Context: an optimization exercise on an open-source flow, tuned for small area, a short achievable clock period and few clock cycles per item. The choices shown serve that exercise and are no tape-out recipe.
RTL that was checked went through simulation tests only; none was proved equivalent to the original.
The RTL of runs 1 and 2 was laid out without a check of its function.

## flow/config.mk

```make
export PLATFORM = sky130hd
export DESIGN_NAME = cordic_atan2
export DESIGN_NICKNAME = cordic_atan2
export VERILOG_FILES = /design/flow/design.v
export SDC_FILE = /design/flow/constraint.sdc
export NUM_CORES = 4
export LEC_CHECK = 0
export ABC_AREA = 1
export CAP_MARGIN = 20
export CORE_MARGIN = 2
export CORE_UTILIZATION = 40
export SLEW_MARGIN = 20
```

## flow/constraint.sdc

```tcl
create_clock -name core_clock -period 10.0 [get_ports {clk}]
set_input_delay 2.0000 -clock core_clock [delete_from_list [all_inputs] [get_ports {clk}]]
set_output_delay 2.0000 -clock core_clock [all_outputs]
set_load 0.01 [all_outputs]
```

## flow/design.v

```verilog
package cordic_pkg;
    typedef enum logic [1:0] {
        IDLE,
        ITER,
        SCALE,
        DONE
    } state_e;
    localparam logic signed [31:0] PI     = 32'sh0003_243F;
    localparam logic signed [31:0] TWO_PI = 32'sh0006_487F;
    localparam logic        [31:0] K_INV  = 32'h0000_9B75;
    function automatic logic [31:0] atan_lut(input logic [3:0] idx);
        logic [31:0] val;
        case (idx)
            4'd0:    val = 32'h0000_C910;
            4'd1:    val = 32'h0000_76B2;
            4'd2:    val = 32'h0000_3EB7;
            4'd3:    val = 32'h0000_1FD6;
            4'd4:    val = 32'h0000_0FFB;
            4'd5:    val = 32'h0000_07FF;
            4'd6:    val = 32'h0000_0400;
            4'd7:    val = 32'h0000_0200;
            4'd8:    val = 32'h0000_0100;
            4'd9:    val = 32'h0000_0080;
            4'd10:   val = 32'h0000_0040;
            4'd11:   val = 32'h0000_0020;
            4'd12:   val = 32'h0000_0010;
            4'd13:   val = 32'h0000_0008;
            4'd14:   val = 32'h0000_0004;
            default: val = 32'h0000_0002;
        endcase
        atan_lut = val;
    endfunction
endpackage
module cordic_vec_stage #(
    parameter int IW = 34
) (
    input  logic signed [IW-1:0] x_in,
    input  logic signed [IW-1:0] y_in,
    input  logic signed [IW-1:0] z_in,
    input  logic        [3:0]    shift,
    input  logic signed [IW-1:0] atan_i,
    output logic signed [IW-1:0] x_out,
    output logic signed [IW-1:0] y_out,
    output logic signed [IW-1:0] z_out
);
    logic signed [IW-1:0] x_sh;
    logic signed [IW-1:0] y_sh;
    always_comb begin
        x_sh = x_in >>> shift;
        y_sh = y_in >>> shift;
        if (!y_in[IW-1]) begin
            x_out = x_in + y_sh;
            y_out = y_in - x_sh;
            z_out = z_in + atan_i;
        end else begin
            x_out = x_in - y_sh;
            y_out = y_in + x_sh;
            z_out = z_in - atan_i;
        end
    end
endmodule
module cordic_atan2 (
    input  logic        clk,
    input  logic        rst,
    input  logic        in_valid,
    output logic        in_ready,
    input  logic [31:0] in_x,
    input  logic [31:0] in_y,
    output logic        out_valid,
    input  logic        out_ready,
    output logic [31:0] out_angle,
    output logic [31:0] out_mag,
    output logic        out_zero
);
    logic run_q, sv_q;
    wire  adv = ~sv_q;
    wire        fd_f  = in_x[31];
    wire        fd_sy = in_y[31];
    wire [31:0] fd_xo, fd_yo;   
    assign fd_xo[0] = 1'b0;
    assign fd_yo[0] = 1'b0;
    for (genvar k = 1; k < 32; k++) begin : g_fold
        assign fd_xo[k] = |in_x[k-1:0];
        assign fd_yo[k] = |in_y[k-1:0];
    end
    wire [32:0] fd_x = {1'b0, in_x ^ (fd_xo & {32{fd_f}})};
    wire        fd_ynz = fd_yo[31] | in_y[31];
    wire [32:0] fd_y0 = {in_y[31] ^ (fd_f & fd_ynz), in_y ^ (fd_yo & {32{fd_f}})};
    logic [32:0] r0_x;
    logic [32:0] r0_y;
    logic [0:0] r0_f;
    logic [0:0] r0_sy;
    logic r0_v;
    always_ff @(posedge clk) begin
        if (adv) begin
            r0_x <= fd_x;
            r0_y <= fd_y0;
            r0_f <= fd_f;
            r0_sy <= fd_sy;
        end
    end
    always_ff @(posedge clk) begin
        if (rst) r0_v <= 1'b0;
        else if (adv) r0_v <= in_valid;
    end
    wire i0_d = ~r0_y[32];   
    wire [32:0] i0_x = r0_x + (r0_y[32:0] ^ {33{~i0_d}}) + {32'b0, ~i0_d};
    wire [33:0] i0_y = {{1{r0_y[32]}}, r0_y} + ({1'b0, r0_x[32:0]} ^ {34{i0_d}}) + {33'b0, i0_d};
    logic [32:0] r1_x;
    logic [0:0] r1_f;
    logic [0:0] r1_sy;
    logic [33:0] r1_y;
    logic [0:0] r1_b0;
    logic r1_v;
    always_ff @(posedge clk) begin
        if (adv) begin
            r1_x <= i0_x;
            r1_f <= r0_f;
            r1_sy <= r0_sy;
            r1_y <= i0_y;
            r1_b0 <= i0_d;
        end
    end
    always_ff @(posedge clk) begin
        if (rst) r1_v <= 1'b0;
        else if (adv) r1_v <= r0_v;
    end
    wire i1_d = ~r1_y[33];   
    wire [32:0] i1_ysh = r1_y[33:1];
    wire [32:0] i1_x = r1_x + (i1_ysh[32:0] ^ {33{~i1_d}}) + {32'b0, ~i1_d};
    wire [32:0] i1_y = r1_y[32:0] + ({1'b0, r1_x[32:1]} ^ {33{i1_d}}) + {32'b0, i1_d};
    logic [32:0] r2_x;
    logic [0:0] r2_f;
    logic [0:0] r2_sy;
    logic [0:0] r2_b0;
    logic [32:0] r2_y;
    logic [0:0] r2_b1;
    logic r2_v;
    always_ff @(posedge clk) begin
        if (adv) begin
            r2_x <= i1_x;
            r2_f <= r1_f;
            r2_sy <= r1_sy;
            r2_b0 <= r1_b0;
            r2_y <= i1_y;
            r2_b1 <= i1_d;
        end
    end
    always_ff @(posedge clk) begin
        if (rst) r2_v <= 1'b0;
        else if (adv) r2_v <= r1_v;
    end
    wire i2_d = ~r2_y[32];   
    wire [30:0] i2_ysh = r2_y[32:2];
    wire [31:0] i2_l = {1'b0, r2_x[30:0]} + ({i2_ysh[30], i2_ysh} ^ {32{~i2_d}}) + {31'b0, ~i2_d};
    wire [1:0] i2_h = r2_x[32:31];
    wire [1:0] i2_im;   
    assign i2_im[0] = 1'b1;
    for (genvar k = 1; k < 2; k++) begin : g_i2_hm
        assign i2_im[k] = &i2_h[k-1:0];
    end
    wire [32:0] i2_x = {i2_h ^ (i2_im & {2{i2_l[31]}}), i2_l[30:0]};
    wire [31:0] i2_y = r2_y[31:0] + ({1'b0, r2_x[32:2]} ^ {32{i2_d}}) + {31'b0, i2_d};
    logic [32:0] r3_x;
    logic [0:0] r3_f;
    logic [0:0] r3_sy;
    logic [0:0] r3_b0;
    logic [0:0] r3_b1;
    logic [31:0] r3_y;
    logic [0:0] r3_b2;
    logic r3_v;
    always_ff @(posedge clk) begin
        if (adv) begin
            r3_x <= i2_x;
            r3_f <= r2_f;
            r3_sy <= r2_sy;
            r3_b0 <= r2_b0;
            r3_b1 <= r2_b1;
            r3_y <= i2_y;
            r3_b2 <= i2_d;
        end
    end
    always_ff @(posedge clk) begin
        if (rst) r3_v <= 1'b0;
        else if (adv) r3_v <= r2_v;
    end
    wire i3_d = ~r3_y[31];   
    wire [28:0] i3_ysh = r3_y[31:3];
    wire [29:0] i3_l = {1'b0, r3_x[28:0]} + ({i3_ysh[28], i3_ysh} ^ {30{~i3_d}}) + {29'b0, ~i3_d};
    wire [3:0] i3_h = r3_x[32:29];
    wire [3:0] i3_im;   
    assign i3_im[0] = 1'b1;
    for (genvar k = 1; k < 4; k++) begin : g_i3_hm
        assign i3_im[k] = &i3_h[k-1:0];
    end
    wire [32:0] i3_x = {i3_h ^ (i3_im & {4{i3_l[29]}}), i3_l[28:0]};
    wire [30:0] i3_y = r3_y[30:0] + ({1'b0, r3_x[32:3]} ^ {31{i3_d}}) + {30'b0, i3_d};
    logic [32:0] r4_x;
    logic [0:0] r4_f;
    logic [0:0] r4_sy;
    logic [0:0] r4_b0;
    logic [0:0] r4_b1;
    logic [0:0] r4_b2;
    logic [30:0] r4_y;
    logic [0:0] r4_b3;
    logic r4_v;
    always_ff @(posedge clk) begin
        if (adv) begin
            r4_x <= i3_x;
            r4_f <= r3_f;
            r4_sy <= r3_sy;
            r4_b0 <= r3_b0;
            r4_b1 <= r3_b1;
            r4_b2 <= r3_b2;
            r4_y <= i3_y;
            r4_b3 <= i3_d;
        end
    end
    always_ff @(posedge clk) begin
        if (rst) r4_v <= 1'b0;
        else if (adv) r4_v <= r3_v;
    end
    wire i4_d = ~r4_y[30];   
    wire [26:0] i4_ysh = r4_y[30:4];
    wire [27:0] i4_l = {1'b0, r4_x[26:0]} + ({i4_ysh[26], i4_ysh} ^ {28{~i4_d}}) + {27'b0, ~i4_d};
    wire [5:0] i4_h = r4_x[32:27];
    wire [5:0] i4_im;   
    assign i4_im[0] = 1'b1;
    for (genvar k = 1; k < 6; k++) begin : g_i4_hm
        assign i4_im[k] = &i4_h[k-1:0];
    end
    wire [32:0] i4_x = {i4_h ^ (i4_im & {6{i4_l[27]}}), i4_l[26:0]};
    wire [29:0] i4_y = r4_y[29:0] + ({1'b0, r4_x[32:4]} ^ {30{i4_d}}) + {29'b0, i4_d};
    logic [32:0] r5_x;
    logic [0:0] r5_f;
    logic [0:0] r5_sy;
    logic [0:0] r5_b0;
    logic [0:0] r5_b1;
    logic [0:0] r5_b2;
    logic [0:0] r5_b3;
    logic [29:0] r5_y;
    logic [0:0] r5_b4;
    logic r5_v;
    always_ff @(posedge clk) begin
        if (adv) begin
            r5_x <= i4_x;
            r5_f <= r4_f;
            r5_sy <= r4_sy;
            r5_b0 <= r4_b0;
            r5_b1 <= r4_b1;
            r5_b2 <= r4_b2;
            r5_b3 <= r4_b3;
            r5_y <= i4_y;
            r5_b4 <= i4_d;
        end
    end
    always_ff @(posedge clk) begin
        if (rst) r5_v <= 1'b0;
        else if (adv) r5_v <= r4_v;
    end
    wire i5_d = ~r5_y[29];   
    wire [24:0] i5_ysh = r5_y[29:5];
    wire [25:0] i5_l = {1'b0, r5_x[24:0]} + ({i5_ysh[24], i5_ysh} ^ {26{~i5_d}}) + {25'b0, ~i5_d};
    wire [7:0] i5_h = r5_x[32:25];
    wire [7:0] i5_im;   
    assign i5_im[0] = 1'b1;
    for (genvar k = 1; k < 8; k++) begin : g_i5_hm
        assign i5_im[k] = &i5_h[k-1:0];
    end
    wire [32:0] i5_x = {i5_h ^ (i5_im & {8{i5_l[25]}}), i5_l[24:0]};
    wire [28:0] i5_y = r5_y[28:0] + ({1'b0, r5_x[32:5]} ^ {29{i5_d}}) + {28'b0, i5_d};
    logic [32:0] r6_x;
    logic [0:0] r6_f;
    logic [0:0] r6_sy;
    logic [0:0] r6_b0;
    logic [0:0] r6_b1;
    logic [0:0] r6_b2;
    logic [0:0] r6_b3;
    logic [0:0] r6_b4;
    logic [28:0] r6_y;
    logic [0:0] r6_b5;
    logic r6_v;
    always_ff @(posedge clk) begin
        if (adv) begin
            r6_x <= i5_x;
            r6_f <= r5_f;
            r6_sy <= r5_sy;
            r6_b0 <= r5_b0;
            r6_b1 <= r5_b1;
            r6_b2 <= r5_b2;
            r6_b3 <= r5_b3;
            r6_b4 <= r5_b4;
            r6_y <= i5_y;
            r6_b5 <= i5_d;
        end
    end
    always_ff @(posedge clk) begin
        if (rst) r6_v <= 1'b0;
        else if (adv) r6_v <= r5_v;
    end
    wire i6_d = ~r6_y[28];   
    wire [22:0] i6_ysh = r6_y[28:6];
    wire [23:0] i6_l = {1'b0, r6_x[22:0]} + ({i6_ysh[22], i6_ysh} ^ {24{~i6_d}}) + {23'b0, ~i6_d};
    wire [9:0] i6_h = r6_x[32:23];
    wire [9:0] i6_im;   
    assign i6_im[0] = 1'b1;
    for (genvar k = 1; k < 10; k++) begin : g_i6_hm
        assign i6_im[k] = &i6_h[k-1:0];
    end
    wire [32:0] i6_x = {i6_h ^ (i6_im & {10{i6_l[23]}}), i6_l[22:0]};
    wire [27:0] i6_y = r6_y[27:0] + ({1'b0, r6_x[32:6]} ^ {28{i6_d}}) + {27'b0, i6_d};
    logic [32:0] r7_x;
    logic [0:0] r7_f;
    logic [0:0] r7_sy;
    logic [0:0] r7_b0;
    logic [0:0] r7_b1;
    logic [0:0] r7_b2;
    logic [0:0] r7_b3;
    logic [0:0] r7_b4;
    logic [0:0] r7_b5;
    logic [27:0] r7_y;
    logic [0:0] r7_b6;
    logic r7_v;
    always_ff @(posedge clk) begin
        if (adv) begin
            r7_x <= i6_x;
            r7_f <= r6_f;
            r7_sy <= r6_sy;
            r7_b0 <= r6_b0;
            r7_b1 <= r6_b1;
            r7_b2 <= r6_b2;
            r7_b3 <= r6_b3;
            r7_b4 <= r6_b4;
            r7_b5 <= r6_b5;
            r7_y <= i6_y;
            r7_b6 <= i6_d;
        end
    end
    always_ff @(posedge clk) begin
        if (rst) r7_v <= 1'b0;
        else if (adv) r7_v <= r6_v;
    end
    wire i7_d = ~r7_y[27];   
    wire [20:0] i7_ysh = r7_y[27:7];
    wire [21:0] i7_l = {1'b0, r7_x[20:0]} + ({i7_ysh[20], i7_ysh} ^ {22{~i7_d}}) + {21'b0, ~i7_d};
    wire [11:0] i7_h = r7_x[32:21];
    wire [11:0] i7_im;   
    assign i7_im[0] = 1'b1;
    for (genvar k = 1; k < 12; k++) begin : g_i7_hm
        assign i7_im[k] = &i7_h[k-1:0];
    end
    wire [32:0] i7_x = {i7_h ^ (i7_im & {12{i7_l[21]}}), i7_l[20:0]};
    wire [26:0] i7_y = r7_y[26:0] + ({1'b0, r7_x[32:7]} ^ {27{i7_d}}) + {26'b0, i7_d};
    logic [32:0] r8_x;
    logic [0:0] r8_f;
    logic [0:0] r8_sy;
    logic [0:0] r8_b0;
    logic [0:0] r8_b1;
    logic [0:0] r8_b2;
    logic [0:0] r8_b3;
    logic [0:0] r8_b4;
    logic [0:0] r8_b5;
    logic [0:0] r8_b6;
    logic [26:0] r8_y;
    logic [0:0] r8_b7;
    logic r8_v;
    always_ff @(posedge clk) begin
        if (adv) begin
            r8_x <= i7_x;
            r8_f <= r7_f;
            r8_sy <= r7_sy;
            r8_b0 <= r7_b0;
            r8_b1 <= r7_b1;
            r8_b2 <= r7_b2;
            r8_b3 <= r7_b3;
            r8_b4 <= r7_b4;
            r8_b5 <= r7_b5;
            r8_b6 <= r7_b6;
            r8_y <= i7_y;
            r8_b7 <= i7_d;
        end
    end
    always_ff @(posedge clk) begin
        if (rst) r8_v <= 1'b0;
        else if (adv) r8_v <= r7_v;
    end
    wire i8_d = ~r8_y[26];   
    wire [18:0] i8_ysh = r8_y[26:8];
    wire [19:0] i8_l = {1'b0, r8_x[18:0]} + ({i8_ysh[18], i8_ysh} ^ {20{~i8_d}}) + {19'b0, ~i8_d};
    wire [13:0] i8_h = r8_x[32:19];
    wire [13:0] i8_im;   
    assign i8_im[0] = 1'b1;
    for (genvar k = 1; k < 14; k++) begin : g_i8_hm
        assign i8_im[k] = &i8_h[k-1:0];
    end
    wire [32:0] i8_x = {i8_h ^ (i8_im & {14{i8_l[19]}}), i8_l[18:0]};
    wire [25:0] i8_y = r8_y[25:0] + ({1'b0, r8_x[32:8]} ^ {26{i8_d}}) + {25'b0, i8_d};
    logic [32:0] r9_x;
    logic [0:0] r9_f;
    logic [0:0] r9_sy;
    logic [0:0] r9_b0;
    logic [0:0] r9_b1;
    logic [0:0] r9_b2;
    logic [0:0] r9_b3;
    logic [0:0] r9_b4;
    logic [0:0] r9_b5;
    logic [0:0] r9_b6;
    logic [0:0] r9_b7;
    logic [25:0] r9_y;
    logic [0:0] r9_b8;
    logic r9_v;
    always_ff @(posedge clk) begin
        if (adv) begin
            r9_x <= i8_x;
            r9_f <= r8_f;
            r9_sy <= r8_sy;
            r9_b0 <= r8_b0;
            r9_b1 <= r8_b1;
            r9_b2 <= r8_b2;
            r9_b3 <= r8_b3;
            r9_b4 <= r8_b4;
            r9_b5 <= r8_b5;
            r9_b6 <= r8_b6;
            r9_b7 <= r8_b7;
            r9_y <= i8_y;
            r9_b8 <= i8_d;
        end
    end
    always_ff @(posedge clk) begin
        if (rst) r9_v <= 1'b0;
        else if (adv) r9_v <= r8_v;
    end
    wire i9_d = ~r9_y[25];   
    wire [16:0] i9_ysh = r9_y[25:9];
    wire [17:0] i9_l = {1'b0, r9_x[16:0]} + ({i9_ysh[16], i9_ysh} ^ {18{~i9_d}}) + {17'b0, ~i9_d};
    wire [15:0] i9_h = r9_x[32:17];
    wire [15:0] i9_im;   
    assign i9_im[0] = 1'b1;
    for (genvar k = 1; k < 16; k++) begin : g_i9_hm
        assign i9_im[k] = &i9_h[k-1:0];
    end
    wire [32:0] i9_x = {i9_h ^ (i9_im & {16{i9_l[17]}}), i9_l[16:0]};
    wire [24:0] i9_y = r9_y[24:0] + ({1'b0, r9_x[32:9]} ^ {25{i9_d}}) + {24'b0, i9_d};
    logic [32:0] r10_x;
    logic [0:0] r10_f;
    logic [0:0] r10_sy;
    logic [0:0] r10_b0;
    logic [0:0] r10_b1;
    logic [0:0] r10_b2;
    logic [0:0] r10_b3;
    logic [0:0] r10_b4;
    logic [0:0] r10_b5;
    logic [0:0] r10_b6;
    logic [0:0] r10_b7;
    logic [0:0] r10_b8;
    logic [24:0] r10_y;
    logic [0:0] r10_b9;
    logic r10_v;
    always_ff @(posedge clk) begin
        if (adv) begin
            r10_x <= i9_x;
            r10_f <= r9_f;
            r10_sy <= r9_sy;
            r10_b0 <= r9_b0;
            r10_b1 <= r9_b1;
            r10_b2 <= r9_b2;
            r10_b3 <= r9_b3;
            r10_b4 <= r9_b4;
            r10_b5 <= r9_b5;
            r10_b6 <= r9_b6;
            r10_b7 <= r9_b7;
            r10_b8 <= r9_b8;
            r10_y <= i9_y;
            r10_b9 <= i9_d;
        end
    end
    always_ff @(posedge clk) begin
        if (rst) r10_v <= 1'b0;
        else if (adv) r10_v <= r9_v;
    end
    wire i10_d = ~r10_y[24];   
    wire [14:0] i10_ysh = r10_y[24:10];
    wire [15:0] i10_l = {1'b0, r10_x[14:0]} + ({i10_ysh[14], i10_ysh} ^ {16{~i10_d}}) + {15'b0, ~i10_d};
    wire [17:0] i10_h = r10_x[32:15];
    wire [17:0] i10_im;   
    assign i10_im[0] = 1'b1;
    for (genvar k = 1; k < 18; k++) begin : g_i10_hm
        assign i10_im[k] = &i10_h[k-1:0];
    end
    wire [32:0] i10_x = {i10_h ^ (i10_im & {18{i10_l[15]}}), i10_l[14:0]};
    wire [23:0] i10_y = r10_y[23:0] + ({1'b0, r10_x[32:10]} ^ {24{i10_d}}) + {23'b0, i10_d};
    logic [32:0] r11_x;
    logic [0:0] r11_f;
    logic [0:0] r11_sy;
    logic [0:0] r11_b0;
    logic [0:0] r11_b1;
    logic [0:0] r11_b2;
    logic [0:0] r11_b3;
    logic [0:0] r11_b4;
    logic [0:0] r11_b5;
    logic [0:0] r11_b6;
    logic [0:0] r11_b7;
    logic [0:0] r11_b8;
    logic [0:0] r11_b9;
    logic [23:0] r11_y;
    logic [0:0] r11_b10;
    logic r11_v;
    always_ff @(posedge clk) begin
        if (adv) begin
            r11_x <= i10_x;
            r11_f <= r10_f;
            r11_sy <= r10_sy;
            r11_b0 <= r10_b0;
            r11_b1 <= r10_b1;
            r11_b2 <= r10_b2;
            r11_b3 <= r10_b3;
            r11_b4 <= r10_b4;
            r11_b5 <= r10_b5;
            r11_b6 <= r10_b6;
            r11_b7 <= r10_b7;
            r11_b8 <= r10_b8;
            r11_b9 <= r10_b9;
            r11_y <= i10_y;
            r11_b10 <= i10_d;
        end
    end
    always_ff @(posedge clk) begin
        if (rst) r11_v <= 1'b0;
        else if (adv) r11_v <= r10_v;
    end
    wire i11_d = ~r11_y[23];   
    wire [12:0] i11_ysh = r11_y[23:11];
    wire [13:0] i11_l = {1'b0, r11_x[12:0]} + ({i11_ysh[12], i11_ysh} ^ {14{~i11_d}}) + {13'b0, ~i11_d};
    wire [19:0] i11_h = r11_x[32:13];
    wire [19:0] i11_im;   
    assign i11_im[0] = 1'b1;
    for (genvar k = 1; k < 20; k++) begin : g_i11_hm
        assign i11_im[k] = &i11_h[k-1:0];
    end
    wire [32:0] i11_x = {i11_h ^ (i11_im & {20{i11_l[13]}}), i11_l[12:0]};
    wire [22:0] i11_y = r11_y[22:0] + ({1'b0, r11_x[32:11]} ^ {23{i11_d}}) + {22'b0, i11_d};
    logic [32:0] r12_x;
    logic [0:0] r12_f;
    logic [0:0] r12_sy;
    logic [0:0] r12_b0;
    logic [0:0] r12_b1;
    logic [0:0] r12_b2;
    logic [0:0] r12_b3;
    logic [0:0] r12_b4;
    logic [0:0] r12_b5;
    logic [0:0] r12_b6;
    logic [0:0] r12_b7;
    logic [0:0] r12_b8;
    logic [0:0] r12_b9;
    logic [0:0] r12_b10;
    logic [22:0] r12_y;
    logic [0:0] r12_b11;
    logic r12_v;
    always_ff @(posedge clk) begin
        if (adv) begin
            r12_x <= i11_x;
            r12_f <= r11_f;
            r12_sy <= r11_sy;
            r12_b0 <= r11_b0;
            r12_b1 <= r11_b1;
            r12_b2 <= r11_b2;
            r12_b3 <= r11_b3;
            r12_b4 <= r11_b4;
            r12_b5 <= r11_b5;
            r12_b6 <= r11_b6;
            r12_b7 <= r11_b7;
            r12_b8 <= r11_b8;
            r12_b9 <= r11_b9;
            r12_b10 <= r11_b10;
            r12_y <= i11_y;
            r12_b11 <= i11_d;
        end
    end
    always_ff @(posedge clk) begin
        if (rst) r12_v <= 1'b0;
        else if (adv) r12_v <= r11_v;
    end
    wire i12_d = ~r12_y[22];   
    wire [10:0] i12_ysh = r12_y[22:12];
    wire [11:0] i12_l = {1'b0, r12_x[10:0]} + ({i12_ysh[10], i12_ysh} ^ {12{~i12_d}}) + {11'b0, ~i12_d};
    wire [21:0] i12_h = r12_x[32:11];
    wire [21:0] i12_im;   
    assign i12_im[0] = 1'b1;
    for (genvar k = 1; k < 22; k++) begin : g_i12_hm
        assign i12_im[k] = &i12_h[k-1:0];
    end
    wire [32:0] i12_x = {i12_h ^ (i12_im & {22{i12_l[11]}}), i12_l[10:0]};
    wire [21:0] i12_y = r12_y[21:0] + ({1'b0, r12_x[32:12]} ^ {22{i12_d}}) + {21'b0, i12_d};
    logic [32:0] r13_x;
    logic [0:0] r13_f;
    logic [0:0] r13_sy;
    logic [0:0] r13_b0;
    logic [0:0] r13_b1;
    logic [0:0] r13_b2;
    logic [0:0] r13_b3;
    logic [0:0] r13_b4;
    logic [0:0] r13_b5;
    logic [0:0] r13_b6;
    logic [0:0] r13_b7;
    logic [0:0] r13_b8;
    logic [0:0] r13_b9;
    logic [0:0] r13_b10;
    logic [0:0] r13_b11;
    logic [21:0] r13_y;
    logic [0:0] r13_b12;
    logic r13_v;
    always_ff @(posedge clk) begin
        if (adv) begin
            r13_x <= i12_x;
            r13_f <= r12_f;
            r13_sy <= r12_sy;
            r13_b0 <= r12_b0;
            r13_b1 <= r12_b1;
            r13_b2 <= r12_b2;
            r13_b3 <= r12_b3;
            r13_b4 <= r12_b4;
            r13_b5 <= r12_b5;
            r13_b6 <= r12_b6;
            r13_b7 <= r12_b7;
            r13_b8 <= r12_b8;
            r13_b9 <= r12_b9;
            r13_b10 <= r12_b10;
            r13_b11 <= r12_b11;
            r13_y <= i12_y;
            r13_b12 <= i12_d;
        end
    end
    always_ff @(posedge clk) begin
        if (rst) r13_v <= 1'b0;
        else if (adv) r13_v <= r12_v;
    end
    wire i13_d = ~r13_y[21];   
    wire [8:0] i13_ysh = r13_y[21:13];
    wire [9:0] i13_l = {1'b0, r13_x[8:0]} + ({i13_ysh[8], i13_ysh} ^ {10{~i13_d}}) + {9'b0, ~i13_d};
    wire [23:0] i13_h = r13_x[32:9];
    wire [23:0] i13_im;   
    assign i13_im[0] = 1'b1;
    for (genvar k = 1; k < 24; k++) begin : g_i13_hm
        assign i13_im[k] = &i13_h[k-1:0];
    end
    wire [32:0] i13_x = {i13_h ^ (i13_im & {24{i13_l[9]}}), i13_l[8:0]};
    wire [20:0] i13_y = r13_y[20:0] + ({1'b0, r13_x[32:13]} ^ {21{i13_d}}) + {20'b0, i13_d};
    logic [32:0] r14_x;
    logic [0:0] r14_f;
    logic [0:0] r14_sy;
    logic [0:0] r14_b0;
    logic [0:0] r14_b1;
    logic [0:0] r14_b2;
    logic [0:0] r14_b3;
    logic [0:0] r14_b4;
    logic [0:0] r14_b5;
    logic [0:0] r14_b6;
    logic [0:0] r14_b7;
    logic [0:0] r14_b8;
    logic [0:0] r14_b9;
    logic [0:0] r14_b10;
    logic [0:0] r14_b11;
    logic [0:0] r14_b12;
    logic [20:0] r14_y;
    logic [0:0] r14_b13;
    logic r14_v;
    always_ff @(posedge clk) begin
        if (adv) begin
            r14_x <= i13_x;
            r14_f <= r13_f;
            r14_sy <= r13_sy;
            r14_b0 <= r13_b0;
            r14_b1 <= r13_b1;
            r14_b2 <= r13_b2;
            r14_b3 <= r13_b3;
            r14_b4 <= r13_b4;
            r14_b5 <= r13_b5;
            r14_b6 <= r13_b6;
            r14_b7 <= r13_b7;
            r14_b8 <= r13_b8;
            r14_b9 <= r13_b9;
            r14_b10 <= r13_b10;
            r14_b11 <= r13_b11;
            r14_b12 <= r13_b12;
            r14_y <= i13_y;
            r14_b13 <= i13_d;
        end
    end
    always_ff @(posedge clk) begin
        if (rst) r14_v <= 1'b0;
        else if (adv) r14_v <= r13_v;
    end
    wire i14_d = ~r14_y[20];   
    wire [6:0] i14_ysh = r14_y[20:14];
    wire [7:0] i14_l = {1'b0, r14_x[6:0]} + ({i14_ysh[6], i14_ysh} ^ {8{~i14_d}}) + {7'b0, ~i14_d};
    wire [25:0] i14_h = r14_x[32:7];
    wire [25:0] i14_im;   
    assign i14_im[0] = 1'b1;
    for (genvar k = 1; k < 26; k++) begin : g_i14_hm
        assign i14_im[k] = &i14_h[k-1:0];
    end
    wire [32:0] i14_x = {i14_h ^ (i14_im & {26{i14_l[7]}}), i14_l[6:0]};
    wire [19:0] i14_y = r14_y[19:0] + ({1'b0, r14_x[32:14]} ^ {20{i14_d}}) + {19'b0, i14_d};
    logic [32:0] r15_x;
    logic [0:0] r15_f;
    logic [0:0] r15_sy;
    logic [0:0] r15_b0;
    logic [0:0] r15_b1;
    logic [0:0] r15_b2;
    logic [0:0] r15_b3;
    logic [0:0] r15_b4;
    logic [0:0] r15_b5;
    logic [0:0] r15_b6;
    logic [0:0] r15_b7;
    logic [0:0] r15_b8;
    logic [0:0] r15_b9;
    logic [0:0] r15_b10;
    logic [0:0] r15_b11;
    logic [0:0] r15_b12;
    logic [0:0] r15_b13;
    logic [19:0] r15_y;
    logic [0:0] r15_b14;
    logic r15_v;
    always_ff @(posedge clk) begin
        if (adv) begin
            r15_x <= i14_x;
            r15_f <= r14_f;
            r15_sy <= r14_sy;
            r15_b0 <= r14_b0;
            r15_b1 <= r14_b1;
            r15_b2 <= r14_b2;
            r15_b3 <= r14_b3;
            r15_b4 <= r14_b4;
            r15_b5 <= r14_b5;
            r15_b6 <= r14_b6;
            r15_b7 <= r14_b7;
            r15_b8 <= r14_b8;
            r15_b9 <= r14_b9;
            r15_b10 <= r14_b10;
            r15_b11 <= r14_b11;
            r15_b12 <= r14_b12;
            r15_b13 <= r14_b13;
            r15_y <= i14_y;
            r15_b14 <= i14_d;
        end
    end
    always_ff @(posedge clk) begin
        if (rst) r15_v <= 1'b0;
        else if (adv) r15_v <= r14_v;
    end
    wire i15_d = ~r15_y[19];   
    wire [4:0] i15_ysh = r15_y[19:15];
    wire [5:0] i15_l = {1'b0, r15_x[4:0]} + ({i15_ysh[4], i15_ysh} ^ {6{~i15_d}}) + {5'b0, ~i15_d};
    wire [27:0] i15_h = r15_x[32:5];
    wire [27:0] i15_im;   
    assign i15_im[0] = 1'b1;
    for (genvar k = 1; k < 28; k++) begin : g_i15_hm
        assign i15_im[k] = &i15_h[k-1:0];
    end
    wire [32:0] i15_x = {i15_h ^ (i15_im & {28{i15_l[5]}}), i15_l[4:0]};
    wire [2:0] ts_ta_s = {r15_b2, r15_b1, r15_b0};
    wire [19:0] ts_ta =
        ({20{ts_ta_s == 3'd0}} & 20'he41b9) |
        ({20{ts_ta_s == 3'd1}} & 20'hfd3d9) |
        ({20{ts_ta_s == 3'd2}} & 20'hf2f1d) |
        ({20{ts_ta_s == 3'd3}} & 20'hc13d) |
        ({20{ts_ta_s == 3'd4}} & 20'hebf27) |
        ({20{ts_ta_s == 3'd5}} & 20'h5147) |
        ({20{ts_ta_s == 3'd6}} & 20'hfac8b) |
        ({20{ts_ta_s == 3'd7}} & 20'h13eab);
    wire [2:0] ts_tb_s = {r15_b5, r15_b4, r15_b3};
    wire [19:0] ts_tb =
        ({20{ts_tb_s == 3'd0}} & 20'h0) |
        ({20{ts_tb_s == 3'd1}} & 20'h3fac) |
        ({20{ts_tb_s == 3'd2}} & 20'h1ff6) |
        ({20{ts_tb_s == 3'd3}} & 20'h5fa2) |
        ({20{ts_tb_s == 3'd4}} & 20'hffe) |
        ({20{ts_tb_s == 3'd5}} & 20'h4faa) |
        ({20{ts_tb_s == 3'd6}} & 20'h2ff4) |
        ({20{ts_tb_s == 3'd7}} & 20'h6fa0);
    wire [19:0] ts_sum = ts_ta + ts_tb;
    logic [32:0] r16_x;
    logic [0:0] r16_f;
    logic [0:0] r16_sy;
    logic [0:0] r16_b6;
    logic [0:0] r16_b7;
    logic [0:0] r16_b8;
    logic [0:0] r16_b9;
    logic [0:0] r16_b10;
    logic [0:0] r16_b11;
    logic [0:0] r16_b12;
    logic [0:0] r16_b13;
    logic [0:0] r16_b14;
    logic [0:0] r16_b15;
    logic [19:0] r16_tsum;
    logic r16_v;
    always_ff @(posedge clk) begin
        if (adv) begin
            r16_x <= i15_x;
            r16_f <= r15_f;
            r16_sy <= r15_sy;
            r16_b6 <= r15_b6;
            r16_b7 <= r15_b7;
            r16_b8 <= r15_b8;
            r16_b9 <= r15_b9;
            r16_b10 <= r15_b10;
            r16_b11 <= r15_b11;
            r16_b12 <= r15_b12;
            r16_b13 <= r15_b13;
            r16_b14 <= r15_b14;
            r16_b15 <= i15_d;
            r16_tsum <= ts_sum;
        end
    end
    always_ff @(posedge clk) begin
        if (rst) r16_v <= 1'b0;
        else if (adv) r16_v <= r15_v;
    end
    wire m1_zero = (r16_x == 33'd0);
    wire [48:0] m1_t15_u = {16'b0, r16_x};
    wire [48:0] m1_t15 = {m1_t15_u[33:0], 15'd32767};
    wire [48:0] m1_t13_u = {16'b0, r16_x};
    wire [48:0] m1_t13 = {m1_t13_u[35:0], 13'd1169};
    wire [48:0] m1_t10_u = {{16{1'b1}}, ~r16_x};
    wire [48:0] m1_t10 = {m1_t10_u[38:0], 10'd0};
    wire [48:0] m1_t7_u = {{16{1'b1}}, ~r16_x};
    wire [48:0] m1_t7 = {m1_t7_u[41:0], 7'd0};
    wire [48:0] m1_t4_u = {{16{1'b1}}, ~r16_x};
    wire [48:0] m1_t4 = {m1_t4_u[44:0], 4'd0};
    wire [48:0] m1_t2_u = {16'b0, r16_x};
    wire [48:0] m1_t2 = {m1_t2_u[46:0], 2'd0};
    wire [48:0] m1_t0_u = {16'b0, r16_x};
    wire [48:0] m1_t0 = m1_t0_u;
    wire [48:0] m1_mc_l0_0_s = m1_t15 ^ m1_t13 ^ m1_t10;
    wire [48:0] m1_mc_l0_0_m = (m1_t15 & m1_t13) | (m1_t15 & m1_t10) | (m1_t13 & m1_t10);
    wire [48:0] m1_mc_l0_0_c = {m1_mc_l0_0_m[47:0], 1'b0};
    wire [48:0] m1_mc_l0_1_s = m1_t7 ^ m1_t4 ^ m1_t2;
    wire [48:0] m1_mc_l0_1_m = (m1_t7 & m1_t4) | (m1_t7 & m1_t2) | (m1_t4 & m1_t2);
    wire [48:0] m1_mc_l0_1_c = {m1_mc_l0_1_m[47:0], 1'b0};
    wire [48:0] m1_mc_l1_0_s = m1_mc_l0_0_s ^ m1_mc_l0_0_c ^ m1_mc_l0_1_s;
    wire [48:0] m1_mc_l1_0_m = (m1_mc_l0_0_s & m1_mc_l0_0_c) | (m1_mc_l0_0_s & m1_mc_l0_1_s) | (m1_mc_l0_0_c & m1_mc_l0_1_s);
    wire [48:0] m1_mc_l1_0_c = {m1_mc_l1_0_m[47:0], 1'b0};
    wire [48:0] m1_mc_l2_0_s = m1_mc_l1_0_s ^ m1_mc_l1_0_c ^ m1_mc_l0_1_c;
    wire [48:0] m1_mc_l2_0_m = (m1_mc_l1_0_s & m1_mc_l1_0_c) | (m1_mc_l1_0_s & m1_mc_l0_1_c) | (m1_mc_l1_0_c & m1_mc_l0_1_c);
    wire [48:0] m1_mc_l2_0_c = {m1_mc_l2_0_m[47:0], 1'b0};
    wire [48:0] m1_mc_l3_0_s = m1_mc_l2_0_s ^ m1_mc_l2_0_c ^ m1_t0;
    wire [48:0] m1_mc_l3_0_m = (m1_mc_l2_0_s & m1_mc_l2_0_c) | (m1_mc_l2_0_s & m1_t0) | (m1_mc_l2_0_c & m1_t0);
    wire [48:0] m1_mc_l3_0_c = {m1_mc_l3_0_m[47:0], 1'b0};
    wire [19:0] m1_zlo = {8'b0, r16_b6, r16_b7, r16_b8, r16_b9, r16_b10, r16_b11, r16_b12, r16_b13, r16_b14, r16_b15, 2'b00};
    wire [19:0] m1_theta = r16_tsum + m1_zlo;
    logic [48:0] r17_ms;
    logic [48:0] r17_mc;
    logic [19:0] r17_theta;
    logic [0:0] r17_zero;
    logic [0:0] r17_f;
    logic [0:0] r17_sy;
    logic r17_v;
    always_ff @(posedge clk) begin
        if (adv) begin
            r17_ms <= m1_mc_l3_0_s;
            r17_mc <= m1_mc_l3_0_c;
            r17_theta <= m1_theta;
            r17_zero <= m1_zero;
            r17_f <= r16_f;
            r17_sy <= r16_sy;
        end
    end
    always_ff @(posedge clk) begin
        if (rst) r17_v <= 1'b0;
        else if (adv) r17_v <= r16_v;
    end
    wire [48:0] m2_s = r17_ms + r17_mc;
    wire        m2_sat = m2_s[48] | m2_s[47];
    wire [30:0] m2_mag = m2_sat ? 31'h7FFF_FFFF : m2_s[46:16];
    wire        m2_pos = ~r17_theta[19] & (|r17_theta);
    logic [19:0] m2_off;
    always_comb begin
        if (!r17_f)            m2_off = 20'h0;
        else if (r17_sy) m2_off = m2_pos ? 20'hcdbc1 : 20'h32440;
        else              m2_off = m2_pos ? 20'hcdbc0 : 20'h3243f;
    end
    wire [19:0] m2_ang = r17_theta + m2_off;
    wire [31:0] m2_angle = r17_zero ? 32'h0 : {{12{m2_ang[19]}}, m2_ang};
    logic        ov_q;
    logic [31:0] oa_q, om_q, sa_q, sm_q;
    logic        oz_q, sz_q;
    wire push = adv & r17_v;
    wire pop  = ov_q & out_ready;
    logic ov_d, sv_d;
    always_comb begin
        if (ov_q & ~pop) begin
            ov_d = 1'b1;
            sv_d = sv_q | push;
        end else begin
            ov_d = sv_q | push;
            sv_d = 1'b0;
        end
    end
    always_ff @(posedge clk) begin
        if (rst) begin
            ov_q  <= 1'b0;
            sv_q  <= 1'b0;
            run_q <= 1'b1;
        end else begin
            ov_q  <= ov_d;
            sv_q  <= sv_d;
            run_q <= ~sv_d;
        end
    end
    always_ff @(posedge clk) begin
        if (~sv_q) begin
            sa_q <= m2_angle;
            sm_q <= {1'b0, m2_mag};
            sz_q <= r17_zero;
        end
    end
    logic [31:0] ha_q, hm_q;
    logic        hz_q;
    wire         load = out_ready | ~ov_q;
    wire [31:0]  na = sv_q ? sa_q : m2_angle;
    wire [31:0]  nm = sv_q ? sm_q : {1'b0, m2_mag};
    wire         nz = sv_q ? sz_q : r17_zero;
    always_ff @(posedge clk) begin
        ha_q <= load ? na : oa_q;
        hm_q <= load ? nm : om_q;
        hz_q <= load ? nz : oz_q;
    end
    always_ff @(posedge clk) begin
        oa_q <= load ? na : ha_q;
        om_q <= load ? nm : hm_q;
        oz_q <= load ? nz : hz_q;
    end
    assign in_ready  = run_q;
    assign out_valid = ov_q;
    assign out_angle = oa_q;
    assign out_mag   = om_q;
    assign out_zero  = oz_q;
endmodule
```

## flow/flow/run.sh

```bash
#!/bin/bash
# Standard ORFS layout, with timing repair aimed at a tighter setup margin.
set -euo pipefail
bash standard.sh SETUP_SLACK_MARGIN=6.8 finish > make_finish.log 2>&1
```

## flow/standard.sh

```bash
#!/bin/bash
# synth_recipe.tcl (not shown) runs the flow's synth.tcl, then flattens the netlist and writes it again
# the make line also repeats each setting of config.mk as NAME=value (left out here)
make -C /OpenROAD-flow-scripts/flow DESIGN_CONFIG=/design/flow/config.mk WORK_HOME=/design/flow/orfs CLKGATE_MAP_FILE= SYNTH_SCRIPT=/design/flow/synth_recipe.tcl "${@:-finish}"
```

==> results of run 1 <==
[path summary, 6_finish.rpt]
| kind | startpoint | endpoint | slack [ns] | cells past startpoint |
|---|---|---|---|---|
| setup / recovery | om_q[19] | out_mag[19] | 6.69 | 1 |
| hold / removal | r11_f | r12_f | 0.39 | 0 |
| hold reg to reg | r11_f | r12_f | 0.39 | 0 |
| setup reg to reg | r17_theta[17] | oa_q[22] | 6.70 | 23 |
[layout make-up]
type	instances	area [um^2]	area share [%]
diodes	4	10.0	0.00863
flip-flops and latches	1498	42900	37.0
clock buffers	196	4480	3.86
clock inverters	124	1380	1.19
well taps	3366	4210	3.63
repair buffers	339	3480	3.00
multi-input cells	8337	55200	47.6
inverters	1114	4240	3.66
[logic make-up (layout without fill, tap and decap cells)]
logic type | Yosys count | after routing
AO/OA/AOI/OAI | 1731 | 1734
XOR/XNOR | 1567 | 1567
adder cells (fa/ha/maj) | 992 | 992
buffers and inverters | 1254 | 1773
flip-flops | 1498 | 1498
other | 0 | 4
AND/OR/NAND/NOR | 4043 | 4044
[routing by layer]
layer | wire length [um] | up-vias | part of all wire [%]
li1 | - | 38317 | -
met3 | 12900 | 457 | 4.5
met1 | 127000 | 37453 | 44
met4 | 8790 | 0 | 3.1
met2 | 137000 | 1851 | 48
met5 | 0 | - | 0
[metrics by stage]
stage / area, um^2 / util [%] / std cells / hold WS, ns
floorplan: 102000 / - / 11085 / 0.400
CTS: 114000 / 45.1 / 14893 / 0.396
finish: 116000 / 45.7 / 14978 / 0.394
detailed placement: 107000 / 42.2 / 14481 / 0.405
global route: 116000 / 45.7 / 14977 / 0.410
global placement: 107000 / 42.2 / 14481 / 0.400
[synthesized netlist by cell type, types with 87 or more instances]
master,n,area share [%]
a21oi_1,848,4.2
edfxtp_1,1282,38
xor2_1,901,7.8
inv_1,1104,4.1
o21ai_0,438,2.2
xnor2_1,664,5.7
nor2_1,826,3.0
ha_1,811,10
nor3_1,139,0.68
fa_1,181,3.6
nand4_1,125,0.77
dfxtp_1,216,4.2
a21o_1,87,0.64
nand2_1,2331,8.6
nand3_1,441,2.2
[what timing repair did]
item                                   CTS  global route
resized for setup                      551           233
buffers inserted                        90            70
gates cloned                             2            11
endpoints found under the hold margin    0             0
pin swaps                               36            88
setup endpoints to repair              850           685
==> impl_metrics.env, run 1 <==
export IMPL_ys_warn_count=1
export IMPL_layout_common_cells="nand2_1 (2287), edfxtp_1 (1282), inv_1 (1082)"
export IMPL_clock_fmax_mhz=302
export IMPL_clk_pin_slew_worst_paths_ns=0.06
export IMPL_synth_area_mux_share_pct=0
export IMPL_setup_worst_path_end_class="output port"
export IMPL_synth_simple_gate_area_share_pct=16.6
export IMPL_first_pass_iters=6
export IMPL_fin_skew_ns=0.0780
export IMPL_ys_flop_type="edfxtp_1"
export IMPL_setup_ws_ns=6.69
export IMPL_place_ws_ns=5.50
export IMPL_dieWidth_um=508
export IMPL_drv_slew=0
export IMPL_finalHoldViolations=0
export IMPL_fin_nets=12523
export IMPL_synth_nets=12145
export IMPL_critPathLaunchType="register"
export IMPL_async_flop_share_pct=0
export IMPL_area_growth_pct=13.9
export IMPL_syn_area_per_cell_um2=9.18
export IMPL_synth_edf_count=1282
export IMPL_vias=78078
export IMPL_worstPathArrival_ns=1.31
export IMPL_tightest_slew_ns=1.08
export IMPL_cap_violations=0
export IMPL_h_tree_depth=4
export IMPL_initial_core_util_pct=40.1
export IMPL_numCtsBuffers=173
export IMPL_syn_area_mm2=0.102
export IMPL_coreArea_mm2=0.254
export IMPL_ys_seq_area_share_pct=42.1
export IMPL_gp_congestion=0.940
export IMPL_yosys_area_share_xor_xnor_pct=13.5
export IMPL_num_rows=185
export IMPL_cts_sinks=1498
export IMPL_slew_headroom_pct=27.6
export IMPL_grtUsageMet3_pct=2.61
export IMPL_final_common_cell="nand2_1"
export IMPL_layout_drive_gt1_share_pct=8.06
export IMPL_critPathSlowestCell="dfxtp_4"
export IMPL_ys_ff_latch=1498
export IMPL_die_height_um=508
export IMPL_grt_ovfl_total=0
export IMPL_grt_pass1_wl_um=439000
export IMPL_clk_latency_ns=0.83
export IMPL_period_share_pct=33.1
export IMPL_io_buffer_count=134
export IMPL_met2_usage_pct=37.0
export IMPL_path_max_fanout=2
export IMPL_grt_total_usage_pct=21.5
export IMPL_status="timing/DRC/antenna clean"
export IMPL_setup_viol_count_final=0
export IMPL_grt_max_degree=180
export IMPL_critPathRequiredTime_ns=8.00
export IMPL_path_buf_inv=1
export IMPL_vias_per_cell=5.21
export IMPL_ios=135
export IMPL_hold_buffers=0
export IMPL_postSynthCellCount=11085
export IMPL_ys_types=63
export IMPL_wl_um=286000
export IMPL_tns_ns=0
export IMPL_rsz0062_at_grt="yes"
export IMPL_top_regs="r17_mc: 46 flops, r17_ms: 46 flops, r1_y: 34 flops"
export IMPL_grt_pass1_vias=76897
export IMPL_top_usage_layer="met2"
export IMPL_worstSetupPathType="reg2out"
export IMPL_cts_root_buf="clkbuf_16"
export IMPL_wire_per_inst_um=19.1
export IMPL_synth_compound_area_share_pct=9.58
export IMPL_min_period_ns=3.31
export IMPL_antenna_found_initial=2
export IMPL_drt_iter0_markers=5786
export IMPL_drcViolationCount=0
export IMPL_path_delay_family="flip-flops"
export IMPL_synth_adder_area_share_pct=13.5
export IMPL_cts_tree="yes"
export IMPL_synth_top_family_by_area="simple AND/OR/NAND/NOR gates"
export IMPL_max_stage_delay_ns=0.36
export IMPL_hold_class="reg2reg"
export IMPL_clockBufferDepth=3
export IMPL_fillCellCount=24136
export IMPL_die_area_mm2=0.259
export IMPL_dp_hpwl_um=225000
export IMPL_grt_util_met1_pct=28.3
export IMPL_ant_nets=0
export IMPL_path_cells="buf_6"
==> run 2, diff against run 1 <==
--- a/flow/config.mk
+++ b/flow/config.mk
@@ -8,5 +8,7 @@
 export ABC_AREA = 1
 export CAP_MARGIN = 20
 export CORE_MARGIN = 2
-export CORE_UTILIZATION = 40
+export CORE_UTILIZATION = 55
+export CTS_CLUSTER_DIAMETER = 50
+export CTS_CLUSTER_SIZE = 20
 export SLEW_MARGIN = 20
==> run 2 against run 1 <==
Against the previous run: sequential share of layout area grew 0.31 points; register-to-register slack gained 0.06 ns; critical path depth is the same; global-route usage grew 10 points.
==> impl_metrics.env, run 2 <==
export IMPL_grt_pass1_vias=75539
export IMPL_hold_class="reg2reg"
export IMPL_grt_max_degree=172
export IMPL_fin_skew_ns=0.0410
export IMPL_fin_nets=12492
export IMPL_setup_worst_path_end_class="output port"
export IMPL_dieWidth_um=434
export IMPL_vias=79815
export IMPL_slew_headroom_pct=21.2
export IMPL_wire_per_inst_um=21.9
export IMPL_synth_most_common_cell="nand2_1"
export IMPL_synth_nets=12145
export IMPL_met2_usage_pct=49.1
export IMPL_ys_flop_type="edfxtp_1"
export IMPL_yosys_area_share_xor_xnor_pct=13.5
export IMPL_layout_drive_gt1_share_pct=8.66
export IMPL_final_common_cell="nand2_1"
export IMPL_ios=135
export IMPL_postSynthCellCount=11085
export IMPL_tns_ns=0
export IMPL_synth_top_family_by_area="simple AND/OR/NAND/NOR gates"
export IMPL_h_tree_depth=4
export IMPL_async_flop_share_pct=0
export IMPL_synth_adder_area_share_pct=13.5
export IMPL_synth_area_mux_share_pct=0
export IMPL_period_share_pct=33.5
export IMPL_synth_simple_gate_area_share_pct=16.6
export IMPL_min_period_ns=3.35
export IMPL_grt_pass1_wl_um=453000
export IMPL_critPathRequiredTime_ns=8.00
export IMPL_clk_latency_ns=0.84
export IMPL_syn_area_mm2=0.102
export IMPL_grtUsageMet3_pct=7.60
export IMPL_layout_common_cells="nand2_1 (2289), edfxtp_1 (1282), inv_1 (1079)"
export IMPL_top_usage_layer="met2"
export IMPL_cts_sinks=1498
export IMPL_num_rows=157
export IMPL_synth_top_area_share_pct=37.8
export IMPL_status="timing/DRC/antenna clean"
export IMPL_dpl_cell_count=13583
export IMPL_critPathSlowestCell="dfxtp_4"
export IMPL_max_stage_delay_ns=0.40
export IMPL_cts_root_buf="clkbuf_16"
export IMPL_cap_violations=0
export IMPL_final_area_mm2=0.115
export IMPL_path_delay_family="flip-flops"
export IMPL_clk_pin_slew_worst_paths_ns=0.08
export IMPL_gp_congestion=1.00
export IMPL_cts_tree="yes"
export IMPL_grt_util_met1_pct=43.4
export IMPL_ys_warn_count=1
export IMPL_finalHoldViolations=0
export IMPL_io_buffer_count=134
export IMPL_coreArea_mm2=0.183
export IMPL_ys_ff_latch=1498
export IMPL_die_height_um=434
export IMPL_grt_ovfl_total=0
export IMPL_initial_core_util_pct=55.5
export IMPL_critPathLaunchType="register"
export IMPL_path_buf_inv=1
export IMPL_drcViolationCount=0
export IMPL_worstPathArrival_ns=1.35
export IMPL_setup_viol_count_final=0
export IMPL_wl_um=307000
export IMPL_vias_per_cell=5.69
export IMPL_path_cells="buf_6"
export IMPL_ys_types=63
export IMPL_synth_edf_count=1282
export IMPL_layout_cells_non_filler=14030
export IMPL_dp_hpwl_um=242000
export IMPL_clockBufferDepth=3
export IMPL_first_pass_iters=8
export IMPL_numCtsBuffers=156
export IMPL_synth_compound_area_share_pct=9.58
export IMPL_top_regs="r17_mc: 46 flops, r17_ms: 46 flops, r1_y: 34 flops"
export IMPL_netlist_top_cells_count="nand2_1 (2331), edfxtp_1 (1282), inv_1 (1104)"
export IMPL_hold_buffers=0
export IMPL_drt_iter0_markers=7118
export IMPL_path_max_fanout=2
export IMPL_syn_area_per_cell_um2=9.18
export IMPL_rsz0062_at_grt="yes"
export IMPL_ys_top_cells_by_area="edfxtp_1 (38%), ha_1 (10%), nand2_1 (8.6%), xor2_1 (7.8%), xnor2_1 (5.7%)"
export IMPL_antenna_found_initial=2
export IMPL_synth_largest_area_cell="edfxtp_1"
export IMPL_ys_seq_area_share_pct=42.1
export IMPL_area_growth_pct=13.0
export IMPL_placed_cell_area_mm2=0.106
export IMPL_drv_slew=0
export IMPL_tightest_slew_ns=1.17
export IMPL_worstSetupPathType="reg2out"
export IMPL_ant_nets=0
export IMPL_die_area_mm2=0.189
export IMPL_grt_total_usage_pct=31.7
export IMPL_clock_fmax_mhz=299
==> run 2: cell counts after synthesis <==
Identical to the previous run, type by type.
==> run 2: worst paths after layout <==
path	start	endpoint	slack (ns)	cells after the start
setup / recovery	om_q[18]	out_mag[18]	6.65	1
hold reg to reg	r8_b1	r9_b1	0.41	0
setup reg to reg	r17_theta[18]	oa_q[31]	6.76	20
hold / removal	r8_b1	r9_b1	0.41	0
==> run 2: stage by stage <==
stage | utilization, % | setup WS, ns | hold WS (ns)
final | 62.7 | 6.65 | 0.408
after global routing | 62.7 | 6.57 | 0.412
after CTS | 61.5 | 6.59 | 0.405
after detailed placement | 57.7 | 5.46 | 0.405
after global placement | 57.7 | 5.57 | 0.400
after floorplan | - | 5.80 | 0.400
==> run 2: what timing repair did <==
item | CTS | global route
setup endpoints to repair | 742 | 661
cloned | 7 | 11
resized for setup | 589 | 331
pin swaps | 26 | 81
setup buffers | 42 | 95
==> run 2: layout make-up <==
class                           instances  area [um^2]
Timing Repair Buffer                  322         3400
Inverter                             1114         4250
Fill cell                           15440        68400
Clock inverter                        122         1640
Clock buffer                          168         4020
Sequential cell                      1498        42900
Tap cell                             2464         3080
Antenna cell                            2         5.00
Multi-Input combinational cell       8340        55700
==> run 2: logic make-up after synthesis <==
| family | after synthesis |
|---|---|
| XOR/XNOR | 1567 |
| AND/OR/NAND/NOR | 4043 |
| flip-flops | 1498 |
| adder cells (fa/ha/maj) | 992 |
| buffers and inverters | 1254 |
| AO/OA/AOI/OAI | 1731 |
==> run 2: per-layer routing <==
metal	vias up	part of all wire [%]
met5	-	0.0055
li1	38248	-
met1	38257	43
met2	2819	44
met3	489	8.6
met4	2	3.8
==> run 3, diff against run 2 <==
--- a/flow/design.v
+++ b/flow/design.v
@@ -848,9 +848,11 @@
     wire [48:0] m1_mc_l3_0_c = {m1_mc_l3_0_m[47:0], 1'b0};
     wire [19:0] m1_zlo = {8'b0, r16_b6, r16_b7, r16_b8, r16_b9, r16_b10, r16_b11, r16_b12, r16_b13, r16_b14, r16_b15, 2'b00};
     wire [19:0] m1_theta = r16_tsum + m1_zlo;
+    wire m1_pos = ~m1_theta[19] & (|m1_theta);   
     logic [48:0] r17_ms;
     logic [48:0] r17_mc;
     logic [19:0] r17_theta;
+    logic [0:0] r17_pos;
     logic [0:0] r17_zero;
     logic [0:0] r17_f;
     logic [0:0] r17_sy;
@@ -860,6 +862,7 @@
             r17_ms <= m1_mc_l3_0_s;
             r17_mc <= m1_mc_l3_0_c;
             r17_theta <= m1_theta;
+            r17_pos <= m1_pos;
             r17_zero <= m1_zero;
             r17_f <= r16_f;
             r17_sy <= r16_sy;
@@ -872,7 +875,7 @@
     wire [48:0] m2_s = r17_ms + r17_mc;
     wire        m2_sat = m2_s[48] | m2_s[47];
     wire [30:0] m2_mag = m2_sat ? 31'h7FFF_FFFF : m2_s[46:16];
-    wire        m2_pos = ~r17_theta[19] & (|r17_theta);
+    wire        m2_pos = r17_pos;
     logic [19:0] m2_off;
     always_comb begin
         if (!r17_f)            m2_off = 20'h0;
--- a/flow/config.mk
+++ b/flow/config.mk
@@ -8,7 +8,5 @@
 export ABC_AREA = 1
 export CAP_MARGIN = 20
 export CORE_MARGIN = 2
-export CORE_UTILIZATION = 55
-export CTS_CLUSTER_DIAMETER = 50
-export CTS_CLUSTER_SIZE = 20
+export CORE_UTILIZATION = 40
 export SLEW_MARGIN = 20
==> run 3 against run 2 <==
Against the previous run: fmax increased by 1.1%; sequential cell count increased by 1; setup slack improved by 0.036 ns; routed wire length decreased by 0.65%; critical path depth unchanged; cell area increased by 0.36%; first-iteration DRC count decreased by 29%; critical endpoint is now out_angle[1]; highest routed layer unchanged.
==> impl_metrics.env, run 3 <==
export IMPL_r2r_cells=6
export IMPL_synth_simple_gate_area_share_pct=16.6
export IMPL_syn_area_mm2=0.102
export IMPL_path_cells="buf_6"
export IMPL_final_common_cell="nand2_1"
export IMPL_clk_latency_ns=0.84
export IMPL_ys_flop_type="edfxtp_1"
export IMPL_drcViolationCount=0
export IMPL_synth_compound_area_share_pct=9.79
export IMPL_drt_iter0_markers=5073
export IMPL_critPathRequiredTime_ns=8.00
export IMPL_synth_edf_count=1283
export IMPL_reg2reg_slack_ns=6.79
export IMPL_fin_skew_ns=0.0339
export IMPL_hold_path_cell_count=0
export IMPL_cts_tree="yes"
export IMPL_first_pass_iters=5
export IMPL_die_height_um=509
export IMPL_h_tree_depth=4
export IMPL_initial_core_util_pct=40.2
export IMPL_netlist_top_cells_count="nand2_1 (2376), edfxtp_1 (1283), inv_1 (1102)"
export IMPL_status="timing/DRC/antenna clean"
export IMPL_fin_nets=12508
export IMPL_setup_worst_path_end_class="output port"
export IMPL_layout_drive_gt1_share_pct=7.45
export IMPL_ys_seq_area_share_pct=42.1
export IMPL_clk_pin_slew_worst_paths_ns=0.06
export IMPL_async_flop_share_pct=0
export IMPL_grt_pass1_vias=77855
export IMPL_critPathSlowestCell="dfxtp_4"
export IMPL_cap_violations=0
export IMPL_numCtsBuffers=174
export IMPL_hold_buffers=0
export IMPL_clockBufferDepth=3
export IMPL_layout_common_cells="nand2_1 (2359), edfxtp_1 (1283), inv_1 (1080)"
export IMPL_hold_class="reg2reg"
export IMPL_ios=135
export IMPL_path_delay_family="flip-flops"
export IMPL_die_area_mm2=0.259
export IMPL_period_share_pct=33.1
export IMPL_clock_fmax_mhz=302
export IMPL_path_max_fanout=2
export IMPL_top_regs="r17_mc: 46 flops, r17_ms: 46 flops, r1_y: 34 flops"
export IMPL_dieWidth_um=509
export IMPL_synth_nets=12172
export IMPL_worstSetupPathType="reg2out"
export IMPL_synth_area_mux_share_pct=0
export IMPL_crit_cells=1
export IMPL_io_buffer_count=134
export IMPL_ys_warn_count=1
export IMPL_gp_congestion=0.968
export IMPL_wire_per_inst_um=20.4
export IMPL_yosys_area_share_xor_xnor_pct=13.2
export IMPL_tns_ns=0
export IMPL_ant_nets=0
export IMPL_synth_largest_area_cell="edfxtp_1"
export IMPL_setup_viol_count_final=0
export IMPL_grt_pass1_wl_um=461000
export IMPL_ys_top_cells_by_area="edfxtp_1 (38%), ha_1 (10%), nand2_1 (8.8%), xor2_1 (7.7%), xnor2_1 (5.5%)"
export IMPL_path_buf_inv=1
export IMPL_vias=77972
export IMPL_syn_area_per_cell_um2=9.17
export IMPL_grt_total_usage_pct=23.1
export IMPL_vias_per_cell=5.21
export IMPL_critPathLaunchType="register"
export IMPL_cts_root_buf="clkbuf_16"
export IMPL_cts_sinks=1499
export IMPL_slew_headroom_pct=29.9
export IMPL_max_stage_delay_ns=0.36
export IMPL_wl_um=305000
export IMPL_rsz0062_at_grt="yes"
export IMPL_coreArea_mm2=0.254
export IMPL_synth_most_common_cell="nand2_1"
export IMPL_synth_top_area_share_pct=37.8
export IMPL_drv_slew=0
export IMPL_grt_max_degree=156
export IMPL_tightest_slew_ns=1.05
export IMPL_area_growth_pct=13.3
export IMPL_postSynthCellCount=11108
export IMPL_num_rows=185
export IMPL_finalHoldViolations=0
export IMPL_synth_adder_area_share_pct=13.6
export IMPL_antenna_found_initial=6
export IMPL_worstPathArrival_ns=1.31
export IMPL_dp_hpwl_um=243000
export IMPL_grt_ovfl_total=0
export IMPL_min_period_ns=3.31
export IMPL_synth_top_family_by_area="simple AND/OR/NAND/NOR gates"
export IMPL_ys_ff_latch=1499
export IMPL_ys_types=63
## run 3: changes by cell type after synthesis, moves of 9 or more
cell,delta
a21o_1,+12
a31oi_1,+12
nand2_1,+45
nand3_1,-30
nand3_2,+17
o21a_1,+10
o21ai_1,+9
xnor2_1,-22
## run 3: repair_timing
action	in CTS	in global routing
pin swaps	8	41
setup endpoints to repair	1071	627
resized for setup	489	198
cloned	7	10
buffers inserted	45	69
## run 3: cell type report
cell class                 count  area, um^2
inverter                    1117        4260
sequential                  1499       42900
antenna                        6        15.0
timing repair inverter         1        16.3
fill                       24254      138000
clock inverter               116        1350
clock buffer                 207        4630
timing repair buffer         292        3070
tap                         3366        4210
multi-input combinational   8359       55000
## run 3: routing by layer
metal  vias up  track usage (%)  wire (um)
li1      38305                -          -
met1     37343             28.5     129000
met2      1767             40.9     150000
met3       555             2.50      11400
met4         2             9.37      13900
met5         -                0         13
## run 3: path summary, 6_finish.rpt
check / start / endpoint
worst max-delay path: oa_q[1] / out_angle[1]
worst min-delay path: r6_b5 / r7_b5
worst max register to register: r16_x[5] / r17_ms[15]
worst min register to register: r6_b5 / r7_b5
## run 3: kinds of logic after synthesis
group / after synthesis
fa+ha+maj: 996
compound gates: 1764
buf+inv: 1259
flops: 1499
xor+xnor: 1540
simple gates: 4050
## run 3: stage by stage
step | cell area [um^2] | hold WS (ns) | utilization, % | setup slack, ns | cells
finish | 115000 | 0.406 | 45.5 | 6.69 | 14963
global route | 115000 | 0.411 | 45.5 | 6.63 | 14961
CTS | 114000 | 0.402 | 45.0 | 6.61 | 14878
detailed placement | 107000 | 0.405 | 42.2 | 5.24 | 14503
global placement | 107000 | 0.401 | 42.2 | 5.23 | 14503
floorplan | 102000 | 0.400 | - | 5.78 | 11108
Testbench counts of run 3, summed over its fixed seeds: cycles 664, items 512.
==> run 4, diff against run 3 <==
==> flow/flow/run.sh (replaced) <==
#!/bin/bash
# Standard ORFS layout, with timing repair aimed at a tighter setup margin.
set -euo pipefail
bash standard.sh SETUP_SLACK_MARGIN=6.7 finish > make_finish.log 2>&1
--- a/flow/config.mk
+++ b/flow/config.mk
@@ -9,4 +9,6 @@
 export CAP_MARGIN = 20
 export CORE_MARGIN = 2
 export CORE_UTILIZATION = 40
+export CTS_CLUSTER_DIAMETER = 60
+export CTS_CLUSTER_SIZE = 30
 export SLEW_MARGIN = 20
==> run 4 against run 3 <==
Against the previous run: clock-buffer cell count is 50 lower; first-iteration DRC count rose by 2.7%; sequential cell count is the same; non-clock buffer count shrank 34; final cell count fell by 0.61%; hold slack worse by 0.015 ns; routed wire length is 0.92% lower; largest cell class unchanged.
==> impl_metrics.env, run 4 <==
export IMPL_ys_ff_latch=1499
export IMPL_rsz0062_at_grt="yes"
export IMPL_cts_sinks=1499
export IMPL_vias_per_cell=5.21
export IMPL_status="timing/DRC/antenna clean"
export IMPL_cap_violations=0
export IMPL_async_flop_share_pct=0
export IMPL_grt_pass1_vias=77352
export IMPL_numCtsBuffers=146
export IMPL_path_cells="buf_6"
export IMPL_path_buf_inv=1
export IMPL_first_pass_iters=5
export IMPL_clockBufferDepth=3
export IMPL_finalHoldViolations=0
export IMPL_ant_nets=0
export IMPL_critPathLaunchType="register"
export IMPL_syn_area_mm2=0.102
export IMPL_min_period_ns=3.32
export IMPL_r2r_cells=10
export IMPL_netlist_top_cells_count="nand2_1 (2376), edfxtp_1 (1283), inv_1 (1102)"
export IMPL_setup_viol_count_final=0
export IMPL_ys_flop_type="edfxtp_1"
export IMPL_postSynthCellCount=11108
export IMPL_hold_path_cell_count=0
export IMPL_path_delay_family="flip-flops"
export IMPL_synth_top_area_share_pct=37.8
export IMPL_ys_types=63
export IMPL_cts_root_buf="clkbuf_16"
export IMPL_die_height_um=509
export IMPL_area_growth_pct=11.9
export IMPL_tns_ns=0
export IMPL_grt_ovfl_total=0
export IMPL_io_buffer_count=134
export IMPL_max_stage_delay_ns=0.37
export IMPL_num_rows=185
export IMPL_synth_edf_count=1283
export IMPL_clock_fmax_mhz=301
export IMPL_ios=135
export IMPL_period_share_pct=33.2
export IMPL_initial_core_util_pct=40.2
export IMPL_grt_pass1_wl_um=458000
export IMPL_synth_most_common_cell="nand2_1"
export IMPL_ys_seq_area_share_pct=42.1
export IMPL_drcViolationCount=0
export IMPL_synth_largest_area_cell="edfxtp_1"
export IMPL_dieWidth_um=509
export IMPL_coreArea_mm2=0.254
export IMPL_final_common_cell="nand2_1"
export IMPL_fin_skew_ns=0.0512
export IMPL_critPathRequiredTime_ns=8.00
export IMPL_gp_congestion=0.968
export IMPL_worstPathArrival_ns=1.32
export IMPL_syn_area_per_cell_um2=9.17
export IMPL_layout_common_cells="nand2_1 (2371), edfxtp_1 (1283), inv_1 (1089)"
export IMPL_wl_um=302000
export IMPL_critPathSlowestCell="dfxtp_4"
export IMPL_crit_cells=1
export IMPL_clk_latency_ns=0.83
export IMPL_antenna_found_initial=4
export IMPL_layout_drive_gt1_share_pct=6.42
export IMPL_grt_total_usage_pct=22.9
export IMPL_drt_iter0_markers=5210
export IMPL_hold_buffers=0
export IMPL_setup_worst_path_end_class="output port"
export IMPL_tightest_slew_ns=1.06
export IMPL_h_tree_depth=4
export IMPL_clk_pin_slew_worst_paths_ns=0.10
export IMPL_slew_headroom_pct=29.3
run 4: cell counts after synthesis:
No cell type changed its count.
run 4: final timing paths:
path / slack (ns) / to / startpoint
min reg2reg: 0.39 / r10_b4 / r9_b4
max reg2reg: 6.69 / r10_x[18] / r9_y[25]
max: 6.68 / out_angle[1] / oa_q[1]
min: 0.39 / r10_b4 / r9_b4
run 4: final cells by class:
| class | instances | area, um^2 | share of cell area [%] |
|---|---|---|---|
| antenna | 4 | 10.0 | 0.00878 |
| clock buffer | 157 | 3870 | 3.40 |
| clock inverter | 114 | 1430 | 1.26 |
| inverter | 1117 | 4250 | 3.73 |
| multi-input combinational | 8356 | 54600 | 47.9 |
| sequential | 1499 | 42900 | 37.7 |
| tap | 3366 | 4210 | 3.69 |
| timing repair buffer | 258 | 2680 | 2.35 |
| timing repair inverter | 1 | 16.3 | 0.0143 |
run 4: timing repair:
item	4_1_cts	5_1_grt
resized for setup	463	121
buffers inserted	35	48
cloned	5	6
pin swaps	8	16
setup endpoints to repair	886	566
run 4: layer usage:
layer  up-vias  track usage, %  part of all wire [%]
met5         -               0                     0
met4         0            9.02                   4.3
met3       493            2.45                   3.7
met2      1719            40.7                    50
met1     37102            28.3                    42
li1      38166               -                     -
run 4: cells by family (layout without fill, tap and decap cells):
| logic type | after synthesis | after routing | share of synthesized area (%) |
|---|---|---|---|
| XOR/XNOR | 1540 | 1540 | 13.2 |
| buffers and inverters | 1259 | 1647 | 4.77 |
| adder cells (fa/ha/maj) | 996 | 996 | 13.6 |
| other | 0 | 4 | 0 |
| AND/OR/NAND/NOR | 4050 | 4052 | 16.6 |
| flip-flops | 1499 | 1499 | 42.1 |
| AO/OA/AOI/OAI | 1764 | 1768 | 9.79 |
run 4: metrics by stage:
stage               cells  area (um^2)  setup slack (ns)
finish              14872       114000              6.68
global route        14872       114000              6.60
CTS                 14814       113000              6.60
detailed placement  14503       107000              5.24
global placement    14503       107000              5.23
floorplan           11108       102000              5.78

static timing again, ports no longer ideal:
The results above use ideal ports. As a check the final layouts listed here were re-extracted and re-timed, cells and wires unchanged. Step 1 (the two cells are an assumption about what drives the block):
set clk [get_ports {clk}]
set_driving_cell -lib_cell sky130_fd_sc_hd__clkbuf_16 $clk
set_driving_cell -lib_cell sky130_fd_sc_hd__buf_2 [delete_from_list [all_inputs] $clk]
Step 2 also shifts input and output timing later by t, the mid clock arrival at the registers, as if the neighbouring blocks saw the same clock. Three values: ideal, step 1, step 2; two values: the first two.
| run | shift t [ns] | setup WS [ns] | latest minus earliest clock arrival (ns) | cell pins on the clock port's net |
|---|---|---|---|---|
| run 1 | 0.885 | 6.690 / 6.599 / 6.093 | 0.078 / 0.078 | 1 |
| run 2 | 0.903 | 6.652 / 6.567 / 5.981 | 0.042 / 0.043 | 1 |
| run 3 | 0.919 | 6.688 / 6.594 / 5.965 | 0.041 / 0.041 | 1 |
| run 4 | 0.901 | 6.677 / 6.579 / 5.976 | 0.057 / 0.057 | 1 |
After both steps setup and hold are still met in every run listed. The setup slack of run 3, which loses most, moves by -0.094 ns with the drivers and by -0.723 ns with both steps.
